This is an optimization exercise on Yosys and OpenROAD, whose aim is small area, not a production implementation. At most, simulation tests tie the RTL to the original design; equivalence was not proved. Function not checked in runs 3 to 5: the RTL went through the layout flow alone. No activity file was given, so power comes from the tool's default toggle rates.

==> flow/design.v <==
`timescale 1ns/100ps
module usb_mon_top (
    input  logic        clk,
    input  logic        rst_n,
    input  logic [7:0]  host_rx_data,
    input  logic        host_rx_valid,
    input  logic        host_rx_sop,
    input  logic        host_rx_eop,
    input  logic [3:0]  host_rx_pid,
    input  logic        host_rx_crc_ok,
    input  logic [7:0]  dev_rx_data,
    input  logic        dev_rx_valid,
    input  logic        dev_rx_sop,
    input  logic        dev_rx_eop,
    input  logic [3:0]  dev_rx_pid,
    input  logic        dev_rx_crc_ok,
    output logic [7:0]  dev_tx_data,
    output logic        dev_tx_valid,
    output logic        dev_tx_sop,
    output logic        dev_tx_eop,
    output logic [3:0]  dev_tx_pid,
    output logic [7:0]  host_tx_data,
    output logic        host_tx_valid,
    output logic        host_tx_sop,
    output logic        host_tx_eop,
    output logic [3:0]  host_tx_pid,
    output logic [7:0]  cap_data,
    output logic        cap_modified,
    output logic [3:0]  cap_pid,
    output logic        cap_dir,
    output logic [63:0] cap_ts,
    output logic        cap_valid,
    input  logic        cap_ready,
    input  logic [63:0] timestamp,
    input  logic        event_valid,
    input  logic [7:0]  event_type,
    input  logic [7:0]  paddr,
    input  logic        psel,
    input  logic        penable,
    input  logic        pwrite,
    input  logic [31:0] pwdata,
    output logic [31:0] prdata,
    output logic        pready,
    output logic        pslverr
);
    localparam logic [2:0] ST_IDLE   = 3'd0;
    localparam logic [2:0] ST_PASS   = 3'd1;
    localparam logic [2:0] ST_STORE  = 3'd2;
    localparam logic [2:0] ST_XLATE  = 3'd3;
    localparam logic [2:0] ST_REPLAY = 3'd4;
    localparam logic [2:0] ST_DRAIN  = 3'd5;
    localparam logic [3:0] PID_SOF = 4'b0101;
    logic [2:0]   state_q;
    logic         dir_q;         
    logic [3:0]   pid_q;
    logic [63:0]  ts_q;          
    logic [6:0]   cnt_q;         
    logic [5:0]   len_q;         
    logic         mod_q;         
    logic [7:0]   mem_q [64];    
    logic         vld_q;         
    logic         sop_q;
    logic         eop_q;
    logic [7:0]   dat_q;
    logic         proxy_en_q;
    logic         store_en_q;
    logic         xlate_en_q;
    logic [6:0]   xlate_from_q;
    logic [6:0]   xlate_to_q;
    logic         crc_sticky_q;
    logic [1:0]   speed_q;
    logic [15:0]  err_cnt_q;
    logic [15:0]  frame_q;
    logic [15:0]  cap_drop_q;
    logic       in_idle, in_pass, in_store, in_xlate, in_replay, in_drain;
    logic       host_go, dev_go, start, dir_cur;
    logic [7:0] rx_data;
    logic       rx_valid, rx_sop, rx_eop;
    logic [3:0] rx_pid;
    logic       pass_pkt;
    logic       cnt_full;
    logic       is_token;
    logic       match;
    logic       we_first;    
    logic       we_store;    
    logic       crc_err;
    logic       overflow;
    logic       frame_lo_we, frame_hi_we;
    assign in_idle   = (state_q == ST_IDLE);
    assign in_pass   = (state_q == ST_PASS);
    assign in_store  = (state_q == ST_STORE);
    assign in_xlate  = (state_q == ST_XLATE);
    assign in_replay = (state_q == ST_REPLAY);
    assign in_drain  = (state_q == ST_DRAIN);
    assign host_go  = proxy_en_q && host_rx_valid && host_rx_sop;      
    assign dev_go   = proxy_en_q && dev_rx_valid && dev_rx_sop && !host_go;
    assign start    = host_go || dev_go;
    assign dir_cur  = in_idle ? dev_go : dir_q;
    assign rx_data  = dir_cur ? dev_rx_data  : host_rx_data;
    assign rx_valid = dir_cur ? dev_rx_valid : host_rx_valid;
    assign rx_sop   = dir_cur ? dev_rx_sop   : host_rx_sop;
    assign rx_eop   = dir_cur ? dev_rx_eop   : host_rx_eop;
    assign rx_pid   = dir_cur ? dev_rx_pid   : host_rx_pid;
    assign pass_pkt = (rx_pid == PID_SOF) || !store_en_q;
    assign cnt_full = cnt_q[6];          
    assign we_first = in_idle && start && !pass_pkt;
    assign we_store = in_store && rx_valid && !cnt_full;
    assign is_token = (pid_q[1:0] == 2'b01) && (pid_q[3:2] != 2'b01);
    assign match    = xlate_en_q && is_token && (len_q != '0) &&
                      (mem_q[1][6:0] == xlate_from_q);
    assign crc_err     = (host_rx_valid && host_rx_eop && !host_rx_crc_ok) ||
                         (dev_rx_valid && dev_rx_eop && !dev_rx_crc_ok);
    assign overflow    = in_store && rx_valid && cnt_full;
    assign frame_lo_we = in_pass && rx_valid && (pid_q == PID_SOF) && (cnt_q == 7'd1);
    assign frame_hi_we = in_pass && rx_valid && (pid_q == PID_SOF) && (cnt_q == 7'd2);
    always_ff @(posedge clk or negedge rst_n) begin
        if (!rst_n) begin
            state_q <= ST_IDLE;
        end else begin
            case (state_q)
                ST_IDLE: begin
                    if (start) begin
                        if (!rx_eop)        state_q <= pass_pkt ? ST_PASS : ST_STORE;
                        else if (!pass_pkt) state_q <= ST_XLATE;      
                    end
                end
                ST_PASS: begin
                    if (rx_valid && rx_eop) state_q <= ST_IDLE;
                end
                ST_STORE: begin
                    if (rx_valid && cnt_full) state_q <= rx_eop ? ST_IDLE : ST_DRAIN;
                    else if (rx_valid && rx_eop) state_q <= ST_XLATE;
                end
                ST_XLATE:  state_q <= ST_REPLAY;
                ST_REPLAY: begin
                    if (cnt_q[5:0] == len_q) state_q <= ST_IDLE;
                end
                ST_DRAIN: begin
                    if (rx_valid && rx_eop) state_q <= ST_IDLE;      
                end
                default: state_q <= ST_IDLE;
            endcase
        end
    end
    always_ff @(posedge clk) begin
        if (in_idle) begin
            dir_q <= dev_go;
            pid_q <= rx_pid;
            ts_q  <= timestamp;
        end
        if (in_idle)       cnt_q <= 7'd1;
        else if (in_xlate) cnt_q <= '0;
        else if (in_replay || rx_valid) cnt_q <= cnt_q + 1'b1;
        if (in_idle)       len_q <= '0;
        else if (we_store) len_q <= cnt_q[5:0];
        if (in_idle)       mod_q <= 1'b0;
        else if (in_xlate) mod_q <= match;
    end
    always_ff @(posedge clk) begin
        if (we_first) mem_q[0] <= rx_data;
        if (we_store && cnt_q[5:0] == 6'd1) mem_q[1][7] <= rx_data[7];
        if ((we_store && cnt_q[5:0] == 6'd1) || (in_xlate && match)) begin
            mem_q[1][6:0] <= in_xlate ? xlate_to_q : rx_data[6:0];
        end
    end
    for (genvar i = 2; i < 64; i++) begin : g_mem
        always_ff @(posedge clk) begin
            if (we_store && cnt_q[5:0] == 6'(i)) mem_q[i] <= rx_data;
        end
    end
    logic [63:0] sel;
    logic [7:0]  rd_data;
    always_comb begin
        rd_data = '0;
        for (int i = 0; i < 64; i++) begin
            sel[i]  = (cnt_q[5:0] == 6'(i));
            rd_data = rd_data | ({8{sel[i]}} & mem_q[i]);
        end
    end
    always_ff @(posedge clk or negedge rst_n) begin
        if (!rst_n) begin
            vld_q <= 1'b0;
        end else begin
            vld_q <= (in_idle && start && pass_pkt) || (in_pass && rx_valid) || in_replay;
        end
    end
    always_ff @(posedge clk) begin
        sop_q <= in_replay ? (cnt_q[5:0] == '0)   : rx_sop;
        eop_q <= in_replay ? (cnt_q[5:0] == len_q) : rx_eop;
        dat_q <= in_replay ? rd_data : rx_data;
    end
    assign dev_tx_data   = dat_q;
    assign dev_tx_valid  = vld_q && !dir_q;
    assign dev_tx_sop    = vld_q && !dir_q && sop_q;
    assign dev_tx_eop    = vld_q && !dir_q && eop_q;
    assign dev_tx_pid    = pid_q;
    assign host_tx_data  = dat_q;
    assign host_tx_valid = vld_q && dir_q;
    assign host_tx_sop   = vld_q && dir_q && sop_q;
    assign host_tx_eop   = vld_q && dir_q && eop_q;
    assign host_tx_pid   = pid_q;
    assign cap_valid     = vld_q;
    assign cap_data      = dat_q;
    assign cap_modified  = mod_q;
    assign cap_pid       = pid_q;
    assign cap_dir       = dir_q;
    assign cap_ts        = ts_q;
    always_ff @(posedge clk or negedge rst_n) begin
        if (!rst_n) begin
            cap_drop_q <= '0;
        end else if (vld_q && !cap_ready) begin
            cap_drop_q <= cap_drop_q + 1'b1;     
        end
    end
    logic wr_en;
    logic addr_ok;
    assign pready = 1'b1;
    assign wr_en  = psel && penable && pwrite;
    always_ff @(posedge clk or negedge rst_n) begin
        if (!rst_n) begin
            proxy_en_q   <= 1'b0;
            store_en_q   <= 1'b0;
            xlate_en_q   <= 1'b0;
            xlate_from_q <= '0;
            xlate_to_q   <= '0;
            crc_sticky_q <= 1'b0;
            speed_q      <= 2'b00;
            err_cnt_q    <= '0;
            frame_q      <= '0;
        end else begin
            if (wr_en && paddr == 8'h00) begin
                proxy_en_q <= pwdata[0];
                store_en_q <= pwdata[1];
                xlate_en_q <= pwdata[2];
            end
            if (wr_en && paddr == 8'h04) begin
                xlate_from_q <= pwdata[6:0];
                xlate_to_q   <= pwdata[14:8];
            end
            if (crc_err) crc_sticky_q <= 1'b1;
            err_cnt_q <= err_cnt_q + 16'(crc_err) + 16'(overflow);
            if (frame_lo_we) frame_q[7:0]  <= rx_data;
            if (frame_hi_we) frame_q[15:8] <= rx_data;
            if (event_valid) begin
                case (event_type)
                    8'h01:   speed_q <= 2'b01;   
                    8'h02:   speed_q <= 2'b10;   
                    8'h03:   speed_q <= 2'b00;   
                    default: ;
                endcase
            end
        end
    end
    always_comb begin
        prdata  = '0;
        addr_ok = 1'b1;
        case (paddr)
            8'h00:   prdata = {29'd0, xlate_en_q, store_en_q, proxy_en_q};
            8'h04:   prdata = {17'd0, xlate_to_q, 1'b0, xlate_from_q};
            8'h08:   prdata = {29'd0, speed_q, crc_sticky_q};
            8'h0C:   prdata = {16'd0, err_cnt_q};
            8'h10:   prdata = {16'd0, frame_q};
            8'h14:   prdata = {16'd0, cap_drop_q};
            default: addr_ok = 1'b0;
        endcase
    end
    assign pslverr = psel && penable && !pwrite && !addr_ok;
endmodule
==> flow/flow/run.sh <==
#!/bin/bash
# Standard layout with smaller port buffers and a lighter clock tree
set -euo pipefail
cat >> config.mk <<'MK'
export BUFFER_PORTS_ARGS = -buffer_cell sky130_fd_sc_hd__buf_1
export CTS_ARGS = -sink_clustering_enable -repair_clock_nets -dont_use_dummy_load -buf_list {sky130_fd_sc_hd__clkbuf_8}
MK
bash standard.sh > standard.log 2>&1
==> flow/standard.sh <==
#!/bin/bash
# synth_recipe.tcl (not shown) runs the flow's synth.tcl, then flattens the netlist and writes it again
# the make line also repeats each setting of config.mk as NAME=value (left out here)
make -C /OpenROAD-flow-scripts/flow DESIGN_CONFIG=/design/flow/config.mk WORK_HOME=/design/flow/orfs CLKGATE_MAP_FILE= SYNTH_SCRIPT=/design/flow/synth_recipe.tcl "${@:-finish}"
==> flow/config.mk <==
export PLATFORM = sky130hd
export DESIGN_NAME = usb_mon_top
export DESIGN_NICKNAME = usb_mon_top
export VERILOG_FILES = /design/flow/design.v
export SDC_FILE = /design/flow/constraint.sdc
export NUM_CORES = 4
export LEC_CHECK = 0
export CAP_MARGIN = 20
export CORE_MARGIN = 2
export CORE_UTILIZATION = 40
export SLEW_MARGIN = 20
export BUFFER_PORTS_ARGS = -buffer_cell sky130_fd_sc_hd__buf_1
export CTS_ARGS = -sink_clustering_enable -repair_clock_nets -dont_use_dummy_load -buf_list {sky130_fd_sc_hd__clkbuf_8}
==> flow/constraint.sdc <==
create_clock -name core_clock -period 10.0 [get_ports {clk}]
set_input_delay 2.0000 -clock core_clock [delete_from_list [all_inputs] [get_ports {clk}]]
set_output_delay 2.0000 -clock core_clock [all_outputs]
set_load 0.01 [all_outputs]
==> impl_results.md, run 1 <==
* Outcome: timing/DRC/antenna clean
* Slew @ Worst Pin at 1.28 ns
* Io pins at 294
* CTS root buf: clkbuf_8
* Fin. max-slew vios at 0
* CTS H-tree lvls at 3
* Mux contribution to synthesized area at 2.32%
* Post-cts hold buffer count at 0
* First-pass GRT wire length at 132 mm
* Minimum clock period at 6.34 ns
* FFs w/ async S/R, synth at 10.6%
* Register area at 19700 µm²
* Port Buf Inserts at 258
* Core ar. at 66000 µm²
* Worst Setup End Kind: output pin
* Core Rows at 94
* Final wirelength at 93.9 mm
* Synth Area in Compound Gates at 9.28%
* Power Dens Cells at 203 nW/µm²
* Share of cells above drive strength 1 at 13.0%
* Final Hold Fails at 0
* Worst-path maximum fanout at 16
* Cts bufs inserted at 108
* Commonest cells after routing, fill and taps aside: 580 x edfxtp_1, 257 x buf_1, 164 x a22oi_1, 114 x nand2_1, 108 x clkbuf_8
* Initial DRC count at 2746
* Number of distinct library cells after synthesis at 63
* Final Setup Violations at 0
* DRT antenna net count at 0
* Initial antenna violation count at 3
* Hold_ws at 0.467 ns
* Worst Path Required at 8.00 ns
* Most common cell after layout, fill and taps aside: edfxtp_1
* Die Span Y at 263 µm
* Avg Inst Size Synth at 14.9 µm²
* Sum Neg Setup Slack at 0 ns
* Number of global-route vias before repair at 18013
* CP bufs+invs at 2
* Clk_skew at 0.0861 ns
* Number of setup buffers added after CTS at 0
* #FFs+latches synth at 677
* Global route total overflow at 0
* Delay-heaviest family, CP: simple AND/OR/NAND/NOR gates
* Synthesized area at 26800 µm²
* Adder-cell area share of the yosys netlist at 0.355%
* Main flop type after synthesis: edfxtp_1
* Largest stage delay, worst path at 0.86 ns
* TritonRoute pass-1 iters at 6
* Synth warn at 2
* Hpwl dp at 62.8 mm
* Clock transition at path regs at 0.05 ns
* CP Launch Type: input port
* Crit path cell chain: buf_1, or4_1, nor2_1, nand2_1, nor3b_2, a22oi_1, nand2_1, buf_1
* Static Leak at 10.5 nW
* FILL cells at 5808
* Largest net degree at the start of global routing at 73
* Die X at 263 µm
* Max stage delay cell, worst path: nor3b_2
* Post-synthesis xor/xnor area fraction at 1.57%
* Clk buf depth at 3
* Worst skew pair latency at 0.73 ns
* Hold crit path type: flip-flop to flip-flop
* Mapped Cells at 1795
* Post-CTS Resized at 0
* CP Data Arrival Time at 4.34 ns
* Max Freq at 0.158 GHz
* Seq/Total Area, Yosys at 73.6%
* Number of enable flip-flop cells after synthesis at 580
* Levels on crit path at 8
* Rel. slew slack at 13.9%
* Die Footprint at 69000 µm²
* Sinks on Clock Net at 677
* Largest family of logic cells by synthesized area: simple AND/OR/NAND/NOR gates
* Worst vdd rail ir drop at 131 µV
* Syn-to-layout area delta at 14.2%
* Number of cells on the worst hold path at 2
* Area of the multi-input gates at 6590 µm²
* RSZ-0062 raised after global routing: false
* Drt wl/cell at 31.3 µm
* Path depth of the worst reg2reg path at 7
* Max Cap Viol at 0
* Synth Area in Simple Gates at 10.1%
* Total number of vias at 18555
* Starting Density at 40.6%
* TritonCTS clock tree: yes
* Residual DRC at 0
* GP Congestion at 0.960
* Fin nets at 2294
* Vias/cell at 6.19
* Class of the most critical setup path: input port to output pin
* Period utilisation layout at 63.4%
* GRT Util Overall at 26.7%
cell type report:
type,instances,area share [%]
multi-input combinational,986,21.5
timing repair buffer,346,5.38
inverter,17,0.213
antenna,1,0.00818
tap,864,3.53
clock buffer,108,4.86
sequential,677,64.5
report_power, final:
| group | internal [mW] | leakage (nW) | switching [mW] |
|---|---|---|---|
| sequential | 3.29 | 6.46 | 0.109 |
| clock | 0.944 | 0.777 | 0.969 |
| combinational | 0.228 | 3.24 | 0.667 |
| total | 4.47 | 10.5 | 1.74 |
final timing paths:
path,slack (ns),endpoint,start
max reg2reg,5.01,mem_q[28][4],state_q[1]
min,0.47,mod_q,mod_q
min reg2reg,0.47,mod_q,mod_q
max,3.66,prdata[2],paddr[0]
min in group asynchronous,1.49,err_cnt_q[12],rst_n
max in group asynchronous,7.84,vld_q,rst_n
synthesized netlist by cell type (10+ instances only):
master,n,area share (%)
nand4_1,38,0.89
dfrtp_1,72,6.7
nand3_1,51,0.95
nand2_1,114,1.6
edfxtp_1,580,65
nor4_1,21,0.49
xnor2_1,24,0.79
a22oi_1,164,4.6
xor2_1,24,0.79
dfxtp_1,25,1.9
nor2_1,99,1.4
nand3b_1,10,0.28
and3_1,53,1.2
a21oi_1,27,0.50
mux2_2,23,0.97
a32oi_1,60,2.0
buf_4,41,1.1
inv_1,17,0.24
nor3_1,79,1.5
and2_1,10,0.23
clkbuf_1,72,1.0
o21ai_0,28,0.52
a2111oi_0,15,0.49
mux2i_1,28,1.0
layer usage:
layer	wire [µm]	share of wire (%)	GRT usage, %
met5	22	0.023	0
met4	5400	5.7	13.8
met3	13000	14	9.35
met2	41400	44	40.4
met1	34100	36	34.0
tightest hold or removal path, stage by stage (launching register included):
cell	delay (ns)
dfxtp_1	0.31
nand3_1	0.07
nand2_1	0.05
cell families (layout without fill, tap and decap cells):
group | count (synthesis) | in the layout
xor+xnor | 48 | 48
compound gates | 333 | 333
mux | 55 | 55
fa+ha+maj | 7 | 7
simple gates | 526 | 526
buf+inv | 147 | 471
flops | 677 | 677
other cells | 2 | 18
state kept, by name, summed over array words and instances (netlist names), 2 cells and up:
name / cells
mem_q: 512
ts_q: 64
cap_drop_q: 16
err_cnt_q: 16
frame_q: 16
dat_q: 8
cnt_q: 7
xlate_from_q: 7
xlate_to_q: 7
len_q: 6
pid_q: 4
state_q: 3
speed_q: 2
through the flow:
stage | instance area, µm² | util [%] | worst slack (ns) | total power, mW | cells
floorplan | 26800 | - | 4.21 | 3.95 | 1810
global placement | 29000 | 44.0 | 3.76 | 4.32 | 2889
detailed placement | 29100 | 44.1 | 3.72 | 4.34 | 2890
CTS | 30600 | 46.3 | 3.71 | 6.22 | 2998
global route | 30600 | 46.4 | 3.46 | 6.41 | 2999
finish | 30600 | 46.4 | 3.66 | 6.21 | 2999
==> run 2, diff against run 1 <==
==> flow/run.sh (new file) <==
#!/bin/bash
# synth_recipe.tcl (not shown) runs the flow's synth.tcl, then flattens the netlist and writes it again
# the make line also repeats each setting of config.mk as NAME=value (left out here)
make -C /OpenROAD-flow-scripts/flow DESIGN_CONFIG=/design/flow/config.mk WORK_HOME=/design/flow/orfs CLKGATE_MAP_FILE= SYNTH_SCRIPT=/design/flow/synth_recipe.tcl finish
--- a/flow/config.mk
+++ b/flow/config.mk
@@ -9,5 +9,4 @@
 export CORE_MARGIN = 2
 export CORE_UTILIZATION = 40
+export CTS_BUF_LIST = sky130_fd_sc_hd__clkbuf_8
 export SLEW_MARGIN = 20
-export BUFFER_PORTS_ARGS = -buffer_cell sky130_fd_sc_hd__buf_1
-export CTS_ARGS = -sink_clustering_enable -repair_clock_nets -dont_use_dummy_load -buf_list {sky130_fd_sc_hd__clkbuf_8}
removed: flow/flow/run.sh
removed: flow/standard.sh
==> run 2 against run 1 <==
Still clean on timing, DRC and antenna. Clock skew fell by 0.030 ns. Synthesized cell count did not move. Non-clock buffer count increased by 1. Wire length increased by 1.4%. Count of clock-buffer cells in the layout grew 6. Flip-flop and latch count unchanged. Power increased by 9.9%. Area after synthesis unchanged. Critical endpoint is now prdata[5].
==> impl_results.md, run 2 <==
* Post-CTS Resized at 0
* Mapped Cells at 1795
* Number of setup buffers added after CTS at 0
* Worst skew pair latency at 0.74 ns
* CTS H-tree lvls at 3
* Number of flip-flops in the largest register at 512
* Sum Neg Setup Slack at 0 ns
* Synthesized area at 26800 µm²
* Port Buf Inserts at 258
* Global route total overflow at 0
* Sinks on Clock Net at 677
* Most common cell after layout, fill and taps aside: edfxtp_1
* Number of global-route vias before repair at 18216
* Fin nets at 2297
* Number of enable flip-flop cells after synthesis at 580
* GP Congestion at 0.956
* CTS root buf: clkbuf_8
* #FFs+latches synth at 677
* Post-cts hold buffer count at 0
* Outcome: timing/DRC/antenna clean
* Die X at 263 µm
* FF-to-FF setup slack at 5.68 ns
* CP Launch Type: input port
* Final Hold Fails at 0
* Total number of vias at 18769
* Post-synthesis xor/xnor area fraction at 1.57%
* Max Cap Viol at 0
* Post-Layout Inst Area at 32800 µm²
* Drt wl/cell at 30.8 µm
* Mux contribution to synthesized area at 2.32%
* TritonRoute pass-1 iters at 6
* Minimum clock period at 7.14 ns
* Cell taking the most area after synthesis: edfxtp_1
* Synth Area in Simple Gates at 10.1%
* Class of the most critical setup path: input port to output pin
* Number of distinct library cells after synthesis at 63
* CP Data Arrival Time at 5.14 ns
* Core ar. at 66000 µm²
* Worst Setup End Kind: output pin
* First-pass GRT wire length at 134 mm
* Path depth of the worst reg2reg path at 5
* Number of cells on the worst hold path at 1
* DRT antenna net count at 0
* Syn-to-layout area delta at 22.6%
* Commonest cells after routing, fill and taps aside: 580 x edfxtp_1, 257 x clkdlybuf4s50_1, 164 x a22oi_1, 114 x nand2_1, 114 x clkbuf_8
* Worst Path Required at 8.00 ns
* Synth Area in Compound Gates at 9.28%
* Die Span Y at 263 µm
* Avg Inst Size Synth at 14.9 µm²
* Starting Density at 40.6%
* Clk buf depth at 3
* Largest family of logic cells by synthesized area: simple AND/OR/NAND/NOR gates
* TritonCTS clock tree: yes
* Fin. max-slew vios at 0
* Synth area leaders: edfxtp_1 65%, dfrtp_1 6.7%, a22oi_1 4.6%
* Adder-cell area share of the yosys netlist at 0.355%
* Largest reg by FF count: mem_q
* Largest net degree at the start of global routing at 73
* Pre-CTS setup slack at 2.95 ns
* Clock transition at path regs at 0.06 ns
* Cts bufs inserted at 110
* Vias/cell at 6.07
* Slew @ Worst Pin at 1.22 ns
* Total chip power at 6.83 mW
* Yosys top cell area share at 65.0%
* Synth warn at 2
* Rel. slew slack at 17.7%
* Share of cells above drive strength 1 at 13.7%
* Core Rows at 94
* Final WS setup at 2.86 ns
* Initial antenna violation count at 2
* DP Area at 30700 µm²
* Final Setup Violations at 0
* Commonest cells post-synth: 580 x edfxtp_1, 164 x a22oi_1, 114 x nand2_1
* Static Leak at 11.6 nW
* Hpwl dp at 63.6 mm
* FFs w/ async S/R, synth at 10.6%
* Residual DRC at 0
* Main flop type after synthesis: edfxtp_1
* Initial DRC count at 2929
* Most common cell in the netlist: edfxtp_1
* Worst-path maximum fanout at 12
* Max Freq at 0.140 GHz
* GRT Util Overall at 27.1%
* Clk_skew at 0.0564 ns
* Io pins at 294
* Period utilisation layout at 71.4%
* Hold crit path type: flip-flop to flip-flop
* Top Registers: mem_q (512), ts_q (64)
* Seq/Total Area, Yosys at 73.6%
* Die Footprint at 69000 µm²
* Power Dens Cells at 208 nW/µm²
* Worst vdd rail ir drop at 99.5 µV
* RSZ-0062 raised after global routing: false
* Final wirelength at 95.3 mm
==> run 2: cell count changes in the layout (fill, tap and decap cells not counted), sizes merged <==
cell	delta
clkdlybuf4s50	+257
buf	-255
inv	+39
clkinv	+38
bufinv	+6
clkbuf	+5
clkinvlp	+2
==> run 2: layout make-up <==
cell class | instances | area, µm²
sequential | 677 | 19700
antenna | 1 | 2.50
clock inverter | 85 | 523
clock buffer | 114 | 1570
inverter | 17 | 71.3
timing repair buffer | 347 | 3270
tap | 864 | 1080
multi-input combinational | 986 | 6580
fill | 5653 | 33200
==> run 2: path summary, 6_finish.rpt <==
kind                         startpoint               to
min reg2reg                crc_sticky_q     crc_sticky_q
min                        crc_sticky_q     crc_sticky_q
max                            paddr[0]        prdata[5]
max reg2reg                  state_q[1]     mem_q[23][4]
max in group asynchronous         rst_n  xlate_from_q[4]
min in group asynchronous         rst_n    err_cnt_q[11]
==> run 2: worst max-delay path: stages <==
cell,delay [ns]
clkdlybuf4s50_1,0.44
or4_1,0.56
nor3_2,0.36
nand2_1,0.09
nor2_1,0.70
a22oi_1,0.24
nand2_1,0.18
clkdlybuf4s50_1,0.56
==> run 2: metal layers <==
metal  wire, µm  vias up  global-route usage, %
met2      42700     1537                   41.8
li1           -     7755                      -
met3      12300      273                   7.45
met1      35000     9204                   35.3
met4       5240        0                   13.6
met5          0        -                      0
==> run 2: kinds of logic (layout without fill, tap and decap cells) <==
| family | count (synthesis) | in the layout |
|---|---|---|
| flops | 677 | 677 |
| xor+xnor | 48 | 48 |
| simple gates | 526 | 526 |
| other cells | 2 | 18 |
| mux | 55 | 55 |
| compound gates | 333 | 333 |
| buf+inv | 147 | 563 |
| fa+ha+maj | 7 | 7 |
==> run 2: through the flow <==
step | hold WS (ns) | utilization [%] | cells
after floorplan | 0.434 | - | 1810
after CTS | 0.468 | 49.7 | 3089
after global routing | 0.478 | 49.7 | 3091
after detailed placement | 0.457 | 46.5 | 2890
final | 0.465 | 49.7 | 3091
after global placement | 0.454 | 46.4 | 2888
==> run 2: power by group <==
part	total (mW)	switching, mW	internal [mW]
Clock	2.32	1.11	1.21
Combinational	1.10	0.660	0.437
Sequential	3.41	0.117	3.29
==> run 3, diff against run 2 <==
--- a/flow/design.v
+++ b/flow/design.v
@@ -169,13 +169,4 @@
         end
     end
-    logic [63:0] sel;
-    logic [7:0]  rd_data;
-    always_comb begin
-        rd_data = '0;
-        for (int i = 0; i < 64; i++) begin
-            sel[i]  = (cnt_q[5:0] == 6'(i));
-            rd_data = rd_data | ({8{sel[i]}} & mem_q[i]);
-        end
-    end
     always_ff @(posedge clk or negedge rst_n) begin
         if (!rst_n) begin
@@ -188,5 +179,5 @@
         sop_q <= in_replay ? (cnt_q[5:0] == '0)   : rx_sop;
         eop_q <= in_replay ? (cnt_q[5:0] == len_q) : rx_eop;
-        dat_q <= in_replay ? rd_data : rx_data;
+        dat_q <= in_replay ? mem_q[cnt_q[5:0]]    : rx_data;
     end
     assign dev_tx_data   = dat_q;
--- a/flow/config.mk
+++ b/flow/config.mk
@@ -9,4 +9,3 @@
 export CORE_MARGIN = 2
 export CORE_UTILIZATION = 40
-export CTS_BUF_LIST = sky130_fd_sc_hd__clkbuf_8
 export SLEW_MARGIN = 20
==> run 3 against run 2 <==
Worst hold slack got worse by 0.0046 ns. Die area rose by 5.1%. Global-route usage fell by 0.62 points. Combinational power fell by 81%. Critical path depth did not move. Area after synthesis rose by 5.2%. Power fell by 12%. Cell area rose by 3.8%. Flip-flop and latch count did not move. Largest cell class unchanged. Highest routed layer is now met5.
==> impl_results.md, run 3 <==
* Outcome: timing/DRC/antenna clean
* CP Data Arrival Time at 5.29 ns
* Post-cts hold buffer count at 0
* GP Congestion at 0.980
* GRT Util Overall at 26.5%
* Crit path cell chain: clkdlybuf4s50_1, or4_1, nor3_1, nand2_1, nor2_1, a22oi_1, o21ai_0, clkdlybuf4s50_1
* Die Footprint at 72600 µm²
* Adder-cell area share of the yosys netlist at 0.338%
* Fin nets at 2389
* Clk buf depth at 3
* Cell Count, Final, Fillers Out at 3229
* Residual DRC at 0
* Most common cell in the netlist: edfxtp_1
* Period utilisation layout at 72.9%
* Minimum clock period at 7.29 ns
* Number of global-route vias before repair at 18650
* Max Cap Viol at 0
* TritonRoute pass-1 iters at 6
* Most common cell after layout, fill and taps aside: edfxtp_1
* Synth warn at 2
* CTS root buf: clkbuf_16
* Port Buf Inserts at 258
* Largest reg by FF count: mem_q
* Class of the most critical setup path: input port to output pin
* Post-synthesis xor/xnor area fraction at 1.52%
* Vias/cell at 6.07
* Worst vdd rail ir drop at 112 µV
* Sum Neg Setup Slack at 0 ns
* RSZ-0062 raised after global routing: false
* Final Hold Fails at 0
* Worst skew pair latency at 0.65 ns
* Clock transition at path regs at 0.06 ns
* Avg Inst Size Synth at 14.4 µm²
* Seq/Total Area, Yosys at 70.0%
* Cell taking the most area after synthesis: edfxtp_1
* Number of setup buffers added after CTS at 0
* Delay-heaviest family, CP: simple AND/OR/NAND/NOR gates
* Synth Area in Simple Gates at 14.6%
* Hold crit path type: flip-flop to flip-flop
* Total number of vias at 19608
* CP bufs+invs at 2
* FILL cells at 6044
* DRT antenna net count at 0
* Final Core Density at 48.7%
* Post-CTS Resized at 0
* Syn-to-layout area delta at 20.9%
* Max stage delay cell, worst path: nor2_1
* Worst Setup End Kind: output pin
* Io pins at 294
* Number of enable flip-flop cells after synthesis at 580
* Initial DRC count at 3206
* Core ar. at 69900 µm²
* Hold_ws at 0.460 ns
* FFs w/ async S/R, synth at 10.6%
* Placed Instances at 3095
* Die X at 269 µm
* Main flop type after synthesis: edfxtp_1
* Largest net degree at the start of global routing at 78
* Starting Density at 40.3%
* Commonest cells post-synth: 580 x edfxtp_1, 273 x and3_1, 119 x nor2_1
* Cts bufs inserted at 74
* CTS H-tree lvls at 3
* Max Freq at 0.137 GHz
* Final wirelength at 98.2 mm
* Final Setup Violations at 0
* Mux contribution to synthesized area at 2.46%
* Commonest cells after routing, fill and taps aside: 580 x edfxtp_1, 271 x and3_1, 257 x clkdlybuf4s50_1, 107 x nor2_1, 92 x buf_4
* Largest family of logic cells by synthesized area: simple AND/OR/NAND/NOR gates
* Most Frequent Cell on Critical Path: clkdlybuf4s50_1
* Mapped Cells at 1959
* Hpwl dp at 63.3 mm
* Top Registers: mem_q (512), ts_q (64)
* Share of cells above drive strength 1 at 13.1%
* Worst-path maximum fanout at 11
* Yosys top cell area share at 61.8%
* First-pass GRT wire length at 139 mm
* Rel. slew slack at 11.6%
* Static Leak at 12.6 nW
* Drt wl/cell at 30.4 µm
* Sinks on Clock Net at 677
* Largest stage delay, worst path at 0.59 ns
* Core Rows at 97
* Power Dens Cells at 176 nW/µm²
* TritonCTS clock tree: yes
* Die Span Y at 269 µm
* Global route total overflow at 0
* Worst Path Required at 8.00 ns
* Total chip power at 5.99 mW
* CP Launch Type: input port
* Synth Area in Compound Gates at 7.15%
* Slew @ Worst Pin at 1.32 ns
* Fin. max-slew vios at 0
* Number of distinct library cells after synthesis at 86
* Synthesized area at 28200 µm²
* Clk_skew at 0.0364 ns
* #FFs+latches synth at 677
* Number of flip-flops in the largest register at 512
* Synth area leaders: edfxtp_1 62%, dfrtp_1 6.4%, and3_1 6.1%
* Initial antenna violation count at 2
run 3: cell count changes in the layout (fill, tap and decap cells not counted), sizes merged, moves of 54 or more:
cell,previous run,this run
a32oi,60,6
and3,53,274
a22oi,164,14
nor3,80,22
a2111oi,15,82
run 3: worst register-to-register path: stages (launching register included):
cell and delay [ns]:
dfrtp_1 0.50, or3_1 0.46, clkinv_2 0.06, buf_4 0.70, a31o_2 0.76, mux2i_2 0.29, nor3_4 0.49, nand2_1 0.56
nor2_2 1.02
run 3: power by group:
part / switching, mW / internal, mW
Sequential: 0.0298 / 3.10
Clock: 1.15 / 1.49
Combinational: 0.109 / 0.105
run 3: cell type report:
| type | count | area [µm²] | area share, % |
|---|---|---|---|
| clock buffer | 94 | 1990 | 5.83 |
| clock inverter | 39 | 323 | 0.947 |
| inverter | 18 | 68.8 | 0.202 |
| timing repair buffer | 350 | 3270 | 9.61 |
| sequential | 677 | 19700 | 57.9 |
| tap | 940 | 1180 | 3.45 |
| antenna | 1 | 2.50 | 0.00734 |
| multi-input combinational | 1110 | 7520 | 22.1 |
run 3: stage by stage:
| step | area (µm²) | setup slack (ns) |
|---|---|---|
| 3_3_place_gp | 31700 | 2.87 |
| 6_report | 34100 | 2.71 |
| 2_1_floorplan | 28200 | 4.20 |
| 3_5_place_dp | 31700 | 2.79 |
| 4_1_cts | 34100 | 2.79 |
| 5_1_grt | 34100 | 2.39 |
run 3: routing by layer:
layer | vias to the layer above | wire length (µm) | track usage (%)
li1 | 8162 | - | -
met1 | 9743 | 36500 | 34.9
met2 | 1441 | 44300 | 40.9
met3 | 260 | 12500 | 7.35
met4 | 2 | 4980 | 12.1
met5 | - | 13 | 0
run 3: final timing paths:
| kind | start | cells past startpoint | end | slack, ns |
|---|---|---|---|---|
| worst max register to register | state_q[1] | 8 | mem_q[35][7] | 4.76 |
| min in group asynchronous | rst_n | 1 | cap_drop_q[4] | 1.51 |
| max in group asynchronous | rst_n | 1 | err_cnt_q[15] | 7.89 |
| worst min register to register | mod_q | 2 | mod_q | 0.46 |
| worst max-delay path | paddr[0] | 8 | prdata[3] | 2.71 |
| worst min-delay path | mod_q | 2 | mod_q | 0.46 |
run 3: logic make-up after synthesis:
logic type	count (synthesis)
and+or+nand+nor	717
DFF	677
AOI/OAI and AO/OA	258
buffers and inverters	187
muxes	62
xor gates and xnor gates	49
adders and majority gates	7
other	2
==> run 4, diff against run 3 <==
--- a/flow/config.mk
+++ b/flow/config.mk
@@ -6,4 +6,5 @@
 export NUM_CORES = 4
 export LEC_CHECK = 0
+export ABC_AREA = 1
 export CAP_MARGIN = 20
 export CORE_MARGIN = 2
==> run 4 against run 3 <==
Die area decreased by 0.54%. Via count decreased by 2.9%. Sequential power increased by 24%. Final cell count increased by 20%. Core utilization about the same. Clock skew decreased by 0.014 ns. First-iteration DRC count decreased by 53%. Sequential share of layout area increased by 0.19 points. Wire length decreased by 26%. Critical endpoint is now prdata[13]. Flip-flop and latch count unchanged. Count of clock-buffer cells in the layout increased by 1. Critical path depth increased by 1.
==> impl_results.md, run 4 <==
* Number of global-route vias before repair at 18915
* Final Hold Fails at 0
* Drt wl/cell at 18.9 µm
* Largest stage delay, worst path at 0.59 ns
* Initial DRC count at 1517
* Share of cells above drive strength 1 at 7.65%
* Die X at 269 µm
* Max Cap Viol at 0
* Initial antenna violation count at 0
* Static Leak at 13.7 nW
* Die Span Y at 269 µm
* Cell taking the most area after synthesis: edfxtp_1
* Cts bufs inserted at 73
* Main flop type after synthesis: edfxtp_1
* GP Congestion at 0.873
* GRT busiest layer: met2
* Avg Inst Size Synth at 10.8 µm²
* Seq/Total Area, Yosys at 70.4%
* GRT Util Overall at 20.3%
* Starting Density at 40.2%
* Port Buf Inserts at 258
* Max Freq at 0.149 GHz
* Die Footprint at 72200 µm²
* Crit path cell chain: clkdlybuf4s50_1, nor2_1, inv_1, nor3_2, nand2_1, o22ai_1, a31oi_1, o21ai_0, clkdlybuf4s50_1
* Fin. max-slew vios at 0
* Worst vdd rail ir drop at 255 µV
* Ant diodes at 0
* FFs w/ async S/R, synth at 10.6%
* CTS root buf: clkbuf_16
* DP Area at 31500 µm²
* DRT antenna net count at 0
* Number of distinct library cells after synthesis at 50
* Met3 usage at 2.86%
* Worst-path maximum fanout at 13
* Minimum clock period at 6.69 ns
* Clock transition at path regs at 0.05 ns
* Synth area leaders: edfxtp_1 62%, nand2_1 14%, dfrtp_1 6.4%
* Worst skew pair latency at 0.60 ns
* Sum Neg Setup Slack at 0 ns
* Core ar. at 69700 µm²
* Fin nets at 3031
* CP Data Arrival Time at 4.69 ns
* Most Frequent Cell on Critical Path: clkdlybuf4s50_1
* Synthesized area at 28000 µm²
* Number of setup buffers added after CTS at 0
* Period utilisation layout at 66.9%
* Sinks on Clock Net at 677
* Total number of vias at 19047
* Final Setup Violations at 0
* Number of flip-flops in the largest register at 512
* Io pins at 294
* Most common cell after layout, fill and taps aside: nand2_1
* Slew @ Worst Pin at 1.09 ns
* Post-Layout Inst Area at 34000 µm²
* Clk_skew at 0.0220 ns
* Post-cts hold buffer count at 0
* #FFs+latches synth at 677
* Worst Setup End Kind: output pin
* Residual DRC at 0
* Commonest cells post-synth: 1042 x nand2_1, 580 x edfxtp_1, 310 x nor2_1
* TritonRoute pass-1 iters at 5
* Global route total overflow at 0
* Total chip power at 8.68 mW
* Most common cell in the netlist: nand2_1
* RSZ-0062 raised after global routing: false
* Final wirelength at 73.0 mm
* Top Registers: mem_q (512), ts_q (64)
* Mapped Cells at 2587
* CTS H-tree lvls at 3
* CP Launch Type: input port
* Commonest cells after routing, fill and taps aside: 1033 x nand2_1, 580 x edfxtp_1, 310 x nor2_1, 257 x clkdlybuf4s50_1, 100 x inv_1
* Worst Path Required at 8.00 ns
* Vias/cell at 4.92
* Synth warn at 2
* Yosys top cell area share at 62.2%
* Hold crit path type: flip-flop to flip-flop
* Largest reg by FF count: mem_q
* First-pass GRT wire length at 111 mm
* Syn-to-layout area delta at 21.2%
* Number of enable flip-flop cells after synthesis at 580
* Hpwl dp at 48.2 mm
* Largest net degree at the start of global routing at 77
* Met2 usage at 35.5%
* Max stage delay cell, worst path: clkdlybuf4s50_1
* TritonCTS clock tree: yes
* Rel. slew slack at 26.8%
* M1 GR Usage at 26.3%
* Power Dens Cells at 255 nW/µm²
* Core Rows at 97
* Clk buf depth at 3
* Class of the most critical setup path: input port to output pin
* Outcome: timing/DRC/antenna clean
* Post-CTS Resized at 0
## run 4: cell count changes in the layout (fill, tap and decap cells not counted), moves of 23 or more
cell and change:
nand2_1 +955, and3_1 -271, nor2_1 +203, inv_1 +91
buf_4 -78, a2111oi_0 -64, mux2i_1 -33, inv_2 +27
nand3_1 +25, xnor2_1 -24, a221oi_1 -23
## run 4: final timing paths
check / start / endpoint / slack (ns) / cells past startpoint
max in group asynchronous: rst_n / vld_q / 7.84 / 1
hold reg to reg: err_cnt_q[15] / err_cnt_q[15] / 0.48 / 1
setup / recovery: paddr[1] / prdata[13] / 3.31 / 9
setup reg to reg: state_q[2] / err_cnt_q[13] / 5.95 / 15
hold / removal: err_cnt_q[15] / err_cnt_q[15] / 0.48 / 1
min in group asynchronous: rst_n / frame_q[10] / 1.54 / 1
## run 4: power by group
part | total, mW | switching, mW | internal (mW)
sequential | 3.89 | 0.127 | 3.77
combinational | 2.07 | 1.49 | 0.577
clock | 2.71 | 1.08 | 1.64
total | 8.68 | 2.70 | 5.98
## run 4: cells by family after synthesis
logic type	after synthesis	share of synthesized area (%)
XOR/XNOR	35	1.09
AND/OR/NAND/NOR	1553	22.4
flip-flops	677	70.4
other	2	0.0268
multiplexers	6	0.241
AO/OA/AOI/OAI	92	1.92
buffers and inverters	215	3.59
adder cells (fa/ha/maj)	7	0.339
## run 4: per-stage QoR
stage               hold WS, ns  setup slack [ns]  cells  util [%]
floorplan                 0.441              4.78   2602         -
global placement          0.448              3.35   3737      45.2
detailed placement        0.467              3.31   3737      45.2
CTS                       0.474              3.31   3868      48.7
global route              0.500              3.13   3869      48.7
finish                    0.476              3.31   3869      48.7
## run 4: area by class of cell
class | instances | area [µm²]
well taps | 940 | 1180
clock buffers | 95 | 2070
flip-flops and latches | 677 | 19700
fillers | 6256 | 35700
multi-input cells | 1710 | 7420
inverters | 139 | 527
clock inverters | 36 | 363
repair buffers | 272 | 2680
## run 4: worst max-delay path, delay by kind of cell
| family | cells | cell delay (ns) |
|---|---|---|
| buffers and inverters | 3 | 1.14 |
| AOI/OAI and AO/OA | 3 | 0.55 |
| and+or+nand+nor | 3 | 1.01 |
## run 4: metal layers
| metal | vias to the layer above | part of all wire, % |
|---|---|---|
| met5 | - | 0 |
| met4 | 0 | 2.1 |
| met3 | 106 | 5.0 |
| met2 | 554 | 51 |
| met1 | 9216 | 42 |
| li1 | 9171 | - |
==> run 5, diff against run 4 <==
--- a/flow/design.v
+++ b/flow/design.v
@@ -82,6 +82,4 @@
     logic       is_token;
     logic       match;
-    logic       we_first;    
-    logic       we_store;    
     logic       crc_err;
     logic       overflow;
@@ -104,6 +102,4 @@
     assign pass_pkt = (rx_pid == PID_SOF) || !store_en_q;
     assign cnt_full = cnt_q[6];          
-    assign we_first = in_idle && start && !pass_pkt;
-    assign we_store = in_store && rx_valid && !cnt_full;
     assign is_token = (pid_q[1:0] == 2'b01) && (pid_q[3:2] != 2'b01);
     assign match    = xlate_en_q && is_token && (len_q != '0) &&
@@ -153,12 +149,21 @@
         else if (in_replay || rx_valid) cnt_q <= cnt_q + 1'b1;
         if (in_idle)       len_q <= '0;
-        else if (we_store) len_q <= cnt_q[5:0];
+        else if (in_store) len_q <= cnt_q[5:0];   
         if (in_idle)       mod_q <= 1'b0;
         else if (in_xlate) mod_q <= match;
     end
+    logic [63:0] sel;            
+    logic [7:0]  rd_data;
+    always_comb begin
+        rd_data = '0;
+        for (int i = 0; i < 64; i++) begin
+            sel[i]  = (cnt_q == 7'(i));
+            rd_data = rd_data | ({8{sel[i]}} & mem_q[i]);
+        end
+    end
     always_ff @(posedge clk) begin
-        if (we_first) mem_q[0] <= rx_data;
-        if (we_store && cnt_q[5:0] == 6'd1) mem_q[1][7] <= rx_data[7];
-        if ((we_store && cnt_q[5:0] == 6'd1) || (in_xlate && match)) begin
+        if (sel[0] || in_idle) mem_q[0] <= rx_data;
+        if (sel[1]) mem_q[1][7] <= rx_data[7];
+        if (sel[1] || (in_xlate && match)) begin
             mem_q[1][6:0] <= in_xlate ? xlate_to_q : rx_data[6:0];
         end
@@ -166,5 +171,5 @@
     for (genvar i = 2; i < 64; i++) begin : g_mem
         always_ff @(posedge clk) begin
-            if (we_store && cnt_q[5:0] == 6'(i)) mem_q[i] <= rx_data;
+            if (sel[i]) mem_q[i] <= rx_data;
         end
     end
@@ -179,5 +184,5 @@
         sop_q <= in_replay ? (cnt_q[5:0] == '0)   : rx_sop;
         eop_q <= in_replay ? (cnt_q[5:0] == len_q) : rx_eop;
-        dat_q <= in_replay ? mem_q[cnt_q[5:0]]    : rx_data;
+        dat_q <= in_replay ? rd_data : rx_data;
     end
     assign dev_tx_data   = dat_q;
==> flow/flow/run.sh (new file) <==
#!/bin/bash
# Standard layout with the ORFS settings in flow/extra.mk added to config.mk
set -euo pipefail
cat flow/extra.mk >> config.mk
bash standard.sh > standard.log 2>&1
==> flow/flow/extra.mk (new file) <==
# Smallest buffer on every port
export BUFFER_PORTS_ARGS = -buffer_cell sky130_fd_sc_hd__buf_1
# Fewer, larger clock tree leaf clusters and no dummy loads
export CTS_ARGS = -sink_clustering_enable -repair_clock_nets -dont_use_dummy_load -buf_list {sky130_fd_sc_hd__clkbuf_16} -sink_clustering_size 30 -sink_clustering_max_diameter 80
==> flow/standard.sh (new file) <==
#!/bin/bash
# synth_recipe.tcl (not shown) runs the flow's synth.tcl, then flattens the netlist and writes it again
# the make line also repeats each setting of config.mk as NAME=value (left out here)
make -C /OpenROAD-flow-scripts/flow DESIGN_CONFIG=/design/flow/config.mk WORK_HOME=/design/flow/orfs CLKGATE_MAP_FILE= SYNTH_SCRIPT=/design/flow/synth_recipe.tcl "${@:-finish}"
--- a/flow/config.mk
+++ b/flow/config.mk
@@ -6,7 +6,10 @@
 export NUM_CORES = 4
 export LEC_CHECK = 0
-export ABC_AREA = 1
 export CAP_MARGIN = 20
 export CORE_MARGIN = 2
 export CORE_UTILIZATION = 40
 export SLEW_MARGIN = 20
+# Smallest buffer on every port
+export BUFFER_PORTS_ARGS = -buffer_cell sky130_fd_sc_hd__buf_1
+# Fewer, larger clock tree leaf clusters and no dummy loads
+export CTS_ARGS = -sink_clustering_enable -repair_clock_nets -dont_use_dummy_load -buf_list {sky130_fd_sc_hd__clkbuf_16} -sink_clustering_size 30 -sink_clustering_max_diameter 80
removed: flow/run.sh
==> run 5 against run 4 <==
Still clean. Non-clock buffer count grew 73. Worst hold slack lost 0.0052 ns. Area after synthesis shrank 5.6%. Setup slack gained 0.49 ns. Sequential power shrank about 20%. Highest routed layer is now met5.
==> impl_results.md, run 5 <==
* Outcome: timing/DRC/antenna clean
* Largest stage delay, worst path at 0.57 ns
* Delay-heaviest family, CP: simple AND/OR/NAND/NOR gates
* Synth warn at 2
* Hold crit path type: flip-flop to flip-flop
* Total chip power at 4.76 mW
* Drt wl/cell at 26.9 µm
* Comb pwr share at 3.2%
* Avg Inst Size Synth at 15.7 µm²
* Top Layer Used: met5
* CP Data Arrival Time at 4.21 ns
* TritonCTS clock tree: yes
* Switching Power at 0.982 mW
* DRT antenna net count at 0
* Die Span Y at 261 µm
* Core Rows at 94
* GP Congestion at 0.892
* Cell taking the most area after synthesis: edfxtp_1
* Sw Ratio at 20.6%
* Top Registers: mem_q (512), ts_q (64)
* Number of global-route vias before repair at 15703
* Static Leak at 9.86 nW
* Sinks on Clock Net at 677
* FILL cells at 5797
* Yosys top cell area share at 65.8%
* #FFs+latches synth at 677
* Max stage delay cell, worst path: or4_1
* Register area at 19700 µm²
* Synthesized area at 26500 µm²
* Share of cells above drive strength 1 at 10.7%
* TritonRoute pass-1 iters at 5
* Met2 Routed Length at 34.7 mm
* Io pins at 294
* Final Setup Violations at 0
* Number of setup buffers added after CTS at 0
* CP bufs+invs at 2
* Initial antenna violation count at 2
* Worst skew pair latency at 0.61 ns
* FF-to-FF setup slack at 5.92 ns
* Final Hold Fails at 0
* Max Freq at 0.161 GHz
* Minimum clock period at 6.21 ns
* Wire length on met1 at 31.0 mm
* Seq/Total Area, Yosys at 74.5%
* Class of the most critical setup path: input port to output pin
* Post-CTS Resized at 0
* Die Footprint at 68200 µm²
* CTS root buf: clkbuf_16
* Period utilisation layout at 62.1%
* Initial DRC count at 1986
* Clk_skew at 0.105 ns
* Final wirelength at 76.2 mm
* Residual DRC at 0
* Most Frequent Cell on Critical Path: buf_1
* Commonest cells post-synth: 580 x edfxtp_1, 172 x a22oi_1, 84 x nand2_1
* Met3 wire length at 7.44 mm
* Clock transition at path regs at 0.06 ns
* Max Cap Viol at 0
* First-pass GRT wire length at 108 mm
* Syn-to-layout area delta at 12.3%
* Hpwl dp at 51.0 mm
* Vias/cell at 5.85
* Number of distinct library cells after synthesis at 75
* CP Launch Type: input port
* Global route total overflow at 0
* Worst Setup End Kind: output pin
* Main flop type after synthesis: edfxtp_1
* Fin. max-slew vios at 0
* Number of enable flip-flop cells after synthesis at 580
* Clk buf depth at 3
* Number of flip-flops in the largest register at 512
* CTS H-tree lvls at 2
* Cts bufs inserted at 35
* Most common cell after layout, fill and taps aside: edfxtp_1
* Port Buf Inserts at 258
* Area of the multi-input gates at 6290 µm²
* Rel. slew slack at 25.0%
* Die X at 261 µm
* Worst-path maximum fanout at 10
* Total internal power at 3.78 mW
* RSZ-0062 raised after global routing: false
* Power Dens Cells at 160 nW/µm²
* Mapped Cells at 1682
* Clk pwr share at 31.0%
* Part of the power in registers at 65.7%
* FFs w/ async S/R, synth at 10.6%
* Crit path cell chain: buf_1, or4_1, nor3_2, nand2_1, nor2_1, a22oi_1, o21ai_0, buf_1
* GRT Util Overall at 21.9%
* Sum Neg Setup Slack at 0 ns
* Commonest cells after routing, fill and taps aside: 580 x edfxtp_1, 257 x buf_1, 172 x a22oi_1, 86 x buf_4, 84 x nand2_1
* Post-cts hold buffer count at 0
* Largest reg by FF count: mem_q
* Worst Path Required at 8.00 ns
* Core ar. at 65600 µm²
* Total number of vias at 16610
* Synth area leaders: edfxtp_1 66%, dfrtp_1 6.8%, a22oi_1 4.9%
* Worst vdd rail ir drop at 115 µV
* Largest net degree at the start of global routing at 73
* Most common cell in the netlist: edfxtp_1
* Starting Density at 40.3%
* Fin nets at 2133
* Slew @ Worst Pin at 1.11 ns
## run 5: changes by cell type after synthesis, sizes merged, moves of 25 or more
cell / previous run / this run
nand2: 1053 / 84
nor2: 328 / 76
a22oi: 2 / 172
inv: 137 / 21
nand3: 99 / 36
mux2i: 0 / 36
a22o: 0 / 33
and3: 0 / 33
xnor2: 1 / 26
## run 5: worst reg2reg max path, stage by stage (launching register included)
cell       delay, ns
dfxtp_1         0.59
buf_4           0.50
nand2b_1        0.50
nor2_1          0.10
buf_4           0.27
a2111oi_0       0.56
nand3_1         0.18
nor4_1          0.96
a32oi_1         0.26
## run 5: power groups by stage
stage | Combinational (mW) | Clock, mW | Sequential (mW)
2_1_floorplan | 0.0766 | 0 | 3.19
3_3_place_gp | 0.151 | 0 | 3.19
3_5_place_dp | 0.155 | 0 | 3.19
4_1_cts | 0.156 | 1.51 | 3.13
5_1_grt | 0.170 | 1.60 | 3.13
6_report | 0.155 | 1.48 | 3.13
## run 5: logic make-up (layout without fill, tap and decap cells)
kind of cell | Yosys count | in the layout | share of synthesized area (%)
AO/OA/AOI/OAI | 345 | 345 | 9.72
XOR/XNOR | 48 | 48 | 1.59
adder cells (fa/ha/maj) | 7 | 7 | 0.359
buffers and inverters | 127 | 403 | 2.54
flip-flops | 677 | 677 | 74.5
multiplexers | 65 | 65 | 2.72
other | 2 | 18 | 0.0284
AND/OR/NAND/NOR | 411 | 411 | 8.49
## run 5: layout make-up
cell class | instances | share of cell area (%)
Sequential cell | 677 | 66.4
Multi-Input combinational cell | 893 | 21.2
Timing Repair Buffer | 345 | 5.53
Tap cell | 864 | 3.64
Clock buffer | 35 | 2.95
Inverter | 23 | 0.299
Antenna cell | 1 | 0.00842
## run 5: routing by layer
layer | global-route usage, % | vias to the layer above
met4 | 8.10 | 2
met1 | 29.6 | 8442
li1 | - | 7172
met5 | 0 | -
met2 | 34.3 | 853
met3 | 5.49 | 141
## run 5: per-stage QoR
stage / utilization [%] / hold slack [ns] / cells / cell area [µm²] / setup WS [ns]
5_1_grt: 45.3 / 0.492 / 2838 / 29700 / 3.55
6_report: 45.3 / 0.471 / 2838 / 29700 / 3.79
4_1_cts: 45.2 / 0.473 / 2836 / 29700 / 3.78
3_3_place_gp: 43.9 / 0.462 / 2801 / 28800 / 3.85
3_5_place_dp: 43.9 / 0.461 / 2801 / 28800 / 3.78
2_1_floorplan: - / 0.434 / 1697 / 26500 / 4.16
## run 5: worst paths after layout
| kind | startpoint | end | cells past startpoint |
|---|---|---|---|
| setup / recovery | paddr[0] | prdata[10] | 8 |
| hold / removal | cap_drop_q[15] | cap_drop_q[15] | 1 |
| setup reg to reg | cnt_q[2] | dat_q[6] | 8 |
| hold reg to reg | cap_drop_q[15] | cap_drop_q[15] | 1 |
| max in group asynchronous | rst_n | cap_drop_q[15] | 2 |
| min in group asynchronous | rst_n | xlate_to_q[0] | 2 |
==> run 6, diff against run 5 <==
--- a/flow/design.v
+++ b/flow/design.v
@@ -85,4 +85,6 @@
     logic       overflow;
     logic       frame_lo_we, frame_hi_we;
+    logic [63:0] sel;            
+    logic [7:0]  rd_data;
     assign in_idle   = (state_q == ST_IDLE);
     assign in_pass   = (state_q == ST_PASS);
@@ -108,6 +110,6 @@
                          (dev_rx_valid && dev_rx_eop && !dev_rx_crc_ok);
     assign overflow    = in_store && rx_valid && cnt_full;
-    assign frame_lo_we = in_pass && rx_valid && (pid_q == PID_SOF) && (cnt_q == 7'd1);
-    assign frame_hi_we = in_pass && rx_valid && (pid_q == PID_SOF) && (cnt_q == 7'd2);
+    assign frame_lo_we = in_pass && rx_valid && (pid_q == PID_SOF) && sel[1];
+    assign frame_hi_we = in_pass && rx_valid && (pid_q == PID_SOF) && sel[2];
     always_ff @(posedge clk or negedge rst_n) begin
         if (!rst_n) begin
@@ -153,6 +155,4 @@
         else if (in_xlate) mod_q <= match;
     end
-    logic [63:0] sel;            
-    logic [7:0]  rd_data;
     always_comb begin
         rd_data = '0;
@@ -182,5 +182,5 @@
     end
     always_ff @(posedge clk) begin
-        sop_q <= in_replay ? (cnt_q[5:0] == '0)   : rx_sop;
+        sop_q <= in_replay ? sel[0] : rx_sop;
         eop_q <= in_replay ? (cnt_q[5:0] == len_q) : rx_eop;
         dat_q <= in_replay ? rd_data : rx_data;
@@ -235,5 +235,5 @@
             end
             if (crc_err) crc_sticky_q <= 1'b1;
-            err_cnt_q <= err_cnt_q + 16'(crc_err) + 16'(overflow);
+            err_cnt_q <= err_cnt_q + {14'd0, crc_err && overflow, crc_err != overflow};
             if (frame_lo_we) frame_q[7:0]  <= rx_data;
             if (frame_hi_we) frame_q[15:8] <= rx_data;
==> flow/flow/extra.mk (replaced) <==
# Smallest buffer on every port
export BUFFER_PORTS_ARGS = -buffer_cell sky130_fd_sc_hd__buf_1
# Small clock tree leaf clusters of small buffers, no dummy loads
export CTS_ARGS = -sink_clustering_enable -repair_clock_nets -dont_use_dummy_load -buf_list {sky130_fd_sc_hd__clkbuf_4} -sink_clustering_size 9 -sink_clustering_max_diameter 35
--- a/flow/config.mk
+++ b/flow/config.mk
@@ -12,4 +12,4 @@
 # Smallest buffer on every port
 export BUFFER_PORTS_ARGS = -buffer_cell sky130_fd_sc_hd__buf_1
-# Fewer, larger clock tree leaf clusters and no dummy loads
-export CTS_ARGS = -sink_clustering_enable -repair_clock_nets -dont_use_dummy_load -buf_list {sky130_fd_sc_hd__clkbuf_16} -sink_clustering_size 30 -sink_clustering_max_diameter 80
+# Small clock tree leaf clusters of small buffers, no dummy loads
+export CTS_ARGS = -sink_clustering_enable -repair_clock_nets -dont_use_dummy_load -buf_list {sky130_fd_sc_hd__clkbuf_4} -sink_clustering_size 9 -sink_clustering_max_diameter 35
==> run 6 against run 5 <==
First-iteration DRC count down 2.8%. Cell area down 1.5%. Worst hold slack lost 0.0034 ns. Count of clock-buffer cells in the layout rose by 78. Highest routed layer is now met4. Area after synthesis shrank 1.3%. Flip-flop and latch count stayed put. Largest power group unchanged. Wire length up 0.33%. Die area is 1.3% lower. Clock skew rose by 0.0099 ns. Largest cell class unchanged.
==> impl_results.md, run 6 <==
* Crit path cell chain: buf_1, nor4_1, nand3_1, nor2_1, a222oi_1, inv_1, buf_1
* Path depth of the worst reg2reg path at 15
* Post-cts hold buffer count at 0
* Max Freq at 0.165 GHz
* Number of flip-flops in the largest register at 512
* Total number of vias at 16842
* Avg Inst Size Synth at 15.7 µm²
* GP Congestion at 0.880
* Initial antenna violation count at 3
* Share of cells above drive strength 1 at 13.1%
* Synth area leaders: edfxtp_1 67%, dfrtp_1 6.9%, a22oi_1 5.5%
* Fin. max-slew vios at 0
* TritonRoute pass-1 iters at 6
* Core ar. at 64500 µm²
* Class of the most critical setup path: input port to output pin
* Clk_skew at 0.115 ns
* Max Cap Viol at 0
* Post-CTS Resized at 0
* Final Core Density at 45.4%
* Hold Crit Start: crc_sticky_q
* GRT Util Overall at 22.3%
* Fin nets at 2208
* Hold_ws at 0.467 ns
* Vias/cell at 5.80
* Rel. slew slack at 24.4%
* CTS root buf: clkbuf_4
* Die X at 259 µm
* Starting Density at 40.5%
* Number of setup buffers added after CTS at 0
* Static Leak at 10.3 nW
* Syn-to-layout area delta at 12.1%
* Number of enable flip-flop cells after synthesis at 580
* Sum Neg Setup Slack at 0 ns
* Worst skew pair latency at 0.92 ns
* Sinks on Clock Net at 677
* Top Registers: mem_q (512), ts_q (64)
* Most common cell after layout, fill and taps aside: edfxtp_1
* Pre-CTS setup slack at 4.04 ns
* Worst Setup End Kind: output pin
* #FFs+latches synth at 677
* Synth warn at 2
* Largest net degree at the start of global routing at 73
* Global route total overflow at 0
* Number of cells on the worst hold path at 1
* Reg2reg start: state_q[1]
* Synthesized area at 26100 µm²
* Die Span Y at 259 µm
* Hpwl dp at 50.4 mm
* Cell taking the most area after synthesis: edfxtp_1
* Top Layer Used: met4
* Minimum clock period at 6.04 ns
* Worst vdd rail ir drop at 105 µV
* Post-Layout Inst Area at 29300 µm²
* Most common cell in the netlist: edfxtp_1
* TritonCTS clock tree: yes
* RSZ-0062 raised after global routing: false
* Drt wl/cell at 26.3 µm
* Core Rows at 93
* Max stage delay cell, worst path: nor2_1
* Largest reg by FF count: mem_q
* Hold Crit Endpoint: crc_sticky_q
* CP Launch Type: input port
* Number of distinct library cells after synthesis at 67
* Mapped Cells at 1664
* DRT antenna net count at 0
* Port Buf Inserts at 258
* Main flop type after synthesis: edfxtp_1
* Commonest cells post-synth: 580 x edfxtp_1, 192 x a22oi_1, 133 x nand2_1
* Outcome: timing/DRC/antenna clean
* CP bufs+invs at 3
* Seq/Total Area, Yosys at 75.6%
* Number of global-route vias before repair at 16319
* Final wirelength at 76.5 mm
* Die Footprint at 67300 µm²
* Cts bufs inserted at 113
* Initial DRC count at 1930
* Clk buf depth at 3
* Wire length on met1 at 30.9 mm
* Clock transition at path regs at 0.04 ns
* Commonest cells after routing, fill and taps aside: 580 x edfxtp_1, 257 x buf_1, 192 x a22oi_1, 125 x nand2_1, 113 x clkbuf_4
* Met3 wire length at 6.39 mm
* Residual DRC at 0
* Slew @ Worst Pin at 1.11 ns
* First-pass GRT wire length at 110 mm
* Met2 Routed Length at 37.0 mm
* FILL cells at 5793
* Delay-heaviest family, CP: simple AND/OR/NAND/NOR gates
* CTS H-tree lvls at 3
* Period utilisation layout at 60.4%
* Largest stage delay, worst path at 0.72 ns
* Power Dens Cells at 160 nW/µm²
* FFs w/ async S/R, synth at 10.6%
* Worst Path Required at 8.00 ns
* DP Area at 28400 µm²
* Worst-path maximum fanout at 13
* RR Endpoint: err_cnt_q[14]
* Io pins at 294
* Hold crit path type: flip-flop to flip-flop
* FF-to-FF setup slack at 5.37 ns
* CP Data Arrival Time at 4.04 ns
* Yosys top cell area share at 66.7%
* Final Hold Fails at 0
* Final WS setup at 3.96 ns
* Final Setup Violations at 0
* Most Frequent Cell on Critical Path: buf_1
==> run 6: cell types whose count changed after synthesis, moves of 14 or more <==
cell      previous run  this run
a22o_1              33        10
and3_1              33        70
a22oi_1            172       192
nand2_1             84       133
buf_2               21         3
mux2i_1             36         7
o21ai_0             36        13
nor3_1              35         9
nor2_1              75        93
a222oi_1             3        17
==> run 6: layout make-up <==
| type | count | area, µm² | share of cell area, % |
|---|---|---|---|
| multi-input cells | 895 | 5920 | 20.2 |
| clock buffers | 113 | 848 | 2.90 |
| well taps | 855 | 1070 | 3.66 |
| flip-flops and latches | 677 | 19700 | 67.4 |
| repair buffers | 345 | 1630 | 5.56 |
| inverters | 16 | 65.1 | 0.222 |
| diodes | 2 | 5.00 | 0.0171 |
==> run 6: per-stage QoR <==
stage	power, mW	cells
finish	4.68	2903
global route	4.84	2902
CTS	4.72	2900
detailed placement	3.35	2787
global placement	3.34	2787
floorplan	3.27	1679
==> run 6: cell families (layout without fill, tap and decap cells) <==
logic type | after synthesis | after routing | synth area share [%]
buf+inv | 107 | 474 | 2.19
mux | 44 | 44 | 1.87
xor+xnor | 48 | 48 | 1.61
fa+ha+maj | 9 | 9 | 0.460
compound gates | 310 | 310 | 9.03
other cells | 2 | 19 | 0.0288
simple gates | 467 | 467 | 9.25
flops | 677 | 677 | 75.6
==> run 6: worst max-delay path by stage <==
stage              from         to  slack [ns]  cells past startpoint
2_1_floorplan  paddr[5]  prdata[9]        4.74                      6
3_3_place_gp   paddr[4]  prdata[7]        4.11                      7
3_5_place_dp   paddr[4]  prdata[7]        4.04                      7
4_1_cts        paddr[4]  prdata[7]        4.04                      7
5_1_grt        paddr[4]  prdata[7]        3.73                      7
6_report       paddr[4]  prdata[7]        3.96                      7
==> run 6: routing by layer <==
metal / vias to the layer above / global-route usage [%]
li1: 7315 / -
met3: 139 / 4.10
met2: 805 / 35.9
met5: - / 0
met1: 8583 / 30.3
met4: 0 / 8.21
==> run 6: report_power, final <==
part | switching [mW] | internal, mW | total, mW
sequential | 0.0274 | 3.10 | 3.13
clock | 0.878 | 0.512 | 1.39
combinational | 0.109 | 0.0458 | 0.155
total | 1.01 | 3.66 | 4.68
==> run 7, diff against run 6 <==
--- a/flow/config.mk
+++ b/flow/config.mk
@@ -8,5 +8,5 @@
 export CAP_MARGIN = 20
 export CORE_MARGIN = 2
-export CORE_UTILIZATION = 40
+export CORE_UTILIZATION = 60
 export SLEW_MARGIN = 20
 # Smallest buffer on every port
==> run 7 against run 6 <==
Still clean. Area after synthesis unchanged. Synthesized cell count unchanged. Power fell by 1.5%. Core utilization grew 22 points. Cell area decreased by 1.5%. Worst hold slack better by 0.0052 ns. Critical path depth unchanged. Wire length is 5.9% lower. First-iteration DRC count up 1.9%. Register-to-register slack improved by 0.05 ns. Sequential power is essentially flat. Critical endpoint unchanged. Largest power group unchanged. Highest routed layer unchanged.
==> impl_results.md, run 7 <==
* Worst Path Required at 8.00 ns
* Static Leak at 10.2 nW
* Hpwl dp at 46.8 mm
* Syn-to-layout area delta at 10.4%
* Initial antenna violation count at 2
* Path depth of the worst reg2reg path at 15
* Synth area leaders: edfxtp_1 67%, dfrtp_1 6.9%, a22oi_1 5.5%
* Max stage delay cell, worst path: nor2_1
* M1 GR Usage at 45.7%
* Synth warn at 2
* Register area at 19700 µm²
* Power Dens Cells at 160 nW/µm²
* Final Hold Fails at 0
* Number of global-route vias before repair at 15718
* Die Span Y at 213 µm
* Synthesized area at 26100 µm²
* Vias/cell at 6.39
* Most Frequent Cell on Critical Path: buf_1
* Most common cell after layout, fill and taps aside: edfxtp_1
* Max Freq at 0.167 GHz
* #FFs+latches synth at 677
* Mapped Cells at 1664
* Number of flip-flops in the largest register at 512
* Core ar. at 43000 µm²
* Delay-heaviest family, CP: simple AND/OR/NAND/NOR gates
* Area of the multi-input gates at 5900 µm²
* Worst-path maximum fanout at 13
* Fin. max-slew vios at 0
* Avg Inst Size Synth at 15.7 µm²
* Pre-CTS setup slack at 4.10 ns
* CP Launch Type: input port
* CTS H-tree lvls at 3
* Met3 usage at 7.52%
* FF-to-FF setup slack at 5.42 ns
* Share of cells above drive strength 1 at 12.5%
* FFs w/ async S/R, synth at 10.6%
* Final wirelength at 72.0 mm
* Outcome: timing/DRC/antenna clean
* Minimum clock period at 5.98 ns
* CTS root buf: clkbuf_4
* Die X at 213 µm
* Drt wl/cell at 27.5 µm
* Total number of vias at 16752
* Largest net degree at the start of global routing at 73
* Most common cell in the netlist: edfxtp_1
* Final WS setup at 4.02 ns
* Met2 usage at 48.2%
* Top Registers: mem_q (512), ts_q (64)
* Clock transition at path regs at 0.09 ns
-- run 7: cell counts after synthesis --
No cell type changed its count.
-- run 7: report_power, final --
part | internal (mW) | switching [mW] | total, mW
clock | 0.473 | 0.856 | 1.33
sequential | 3.10 | 0.0243 | 3.13
combinational | 0.0454 | 0.104 | 0.150
total | 3.62 | 0.985 | 4.60
-- run 7: kinds of logic after synthesis --
| kind of cell | Yosys count | synth area share (%) |
|---|---|---|
| AOI/OAI and AO/OA | 310 | 9.03 |
| and+or+nand+nor | 467 | 9.25 |
| muxes | 44 | 1.87 |
| xor gates and xnor gates | 48 | 1.61 |
| DFF | 677 | 75.6 |
| other | 2 | 0.0288 |
| buffers and inverters | 107 | 2.19 |
| adders and majority gates | 9 | 0.460 |
-- run 7: metrics by stage --
step	util (%)	hold WS, ns	area [µm²]	power [mW]	std cells
detailed placement	65.2	0.454	28000	3.34	2516
floorplan	-	0.439	26200	3.27	1679
global route	67.0	0.506	28800	4.76	2621
global placement	65.2	0.448	28000	3.33	2516
finish	67.0	0.473	28800	4.60	2621
CTS	67.0	0.470	28800	4.64	2620
-- run 7: worst reg2reg max path, cell delays in order (launching register included) --
cell and delay (ns):
dfrtp_1 0.66, or3_1 0.43, o31a_1 0.69, clkinv_4 0.32, a21boi_1 0.27, nand2b_1 0.19, nor2_1 0.12, ha_1 0.30
ha_1 0.16, inv_1 0.06, fa_1 0.43, nor2b_1 0.22, nand4_1 0.22, nor2_1 0.21, nand2_1 0.09, xnor2_1 0.13
-- run 7: area by class of cell --
type / count / share of cell area, %
flip-flops and latches: 677 / 68.4
well taps: 585 / 2.54
diodes: 1 / 0.00868
clock buffers: 104 / 2.71
inverters: 16 / 0.226
repair buffers: 343 / 5.59
multi-input cells: 895 / 20.5
-- run 7: per-layer routing --
metal / up-vias / share of wire (%)
met5: - / 0
met4: 0 / 3.5
met3: 142 / 11
met2: 958 / 46
met1: 8382 / 40
li1: 7270 / -
-- run 7: how the worst max path moves through the flow --
stage / start / end / slack (ns) / cells after the start
detailed placement: paddr[4] / prdata[7] / 4.10 / 7
global route: paddr[4] / prdata[7] / 3.82 / 7
CTS: paddr[4] / prdata[7] / 4.10 / 7
global placement: paddr[4] / prdata[7] / 4.16 / 7
finish: paddr[4] / prdata[7] / 4.02 / 7
floorplan: paddr[5] / prdata[9] / 4.74 / 6

[re-timing with driven ports]
How much do the figures lean on ideal ports? The routed layouts below were timed once more, with nothing changed but the port constraints.
Step 1 assumes that a clkbuf_16 drives the clock port and a buf_2 every other input.
Step 2 also shifts input and output timing later by t, the mid clock arrival at the registers, as if the neighbouring blocks saw the same clock.
Three values: ideal, step 1, step 2; two values: the first two.
run	t (ns)	setup WS [ns]
run 1	0.754	3.664 / 3.640 / 3.640
run 2	0.775	2.861 / 2.835 / 2.835
run 3	0.683	2.706 / 2.684 / 2.684
run 4	0.657	3.306 / 3.283 / 3.283
run 5	0.635	3.794 / 3.771 / 3.771
run 6	0.910	3.957 / 3.925 / 3.925
run 7	0.865	4.023 / 4.003 / 4.003
After both steps setup and hold are still met in every run listed.
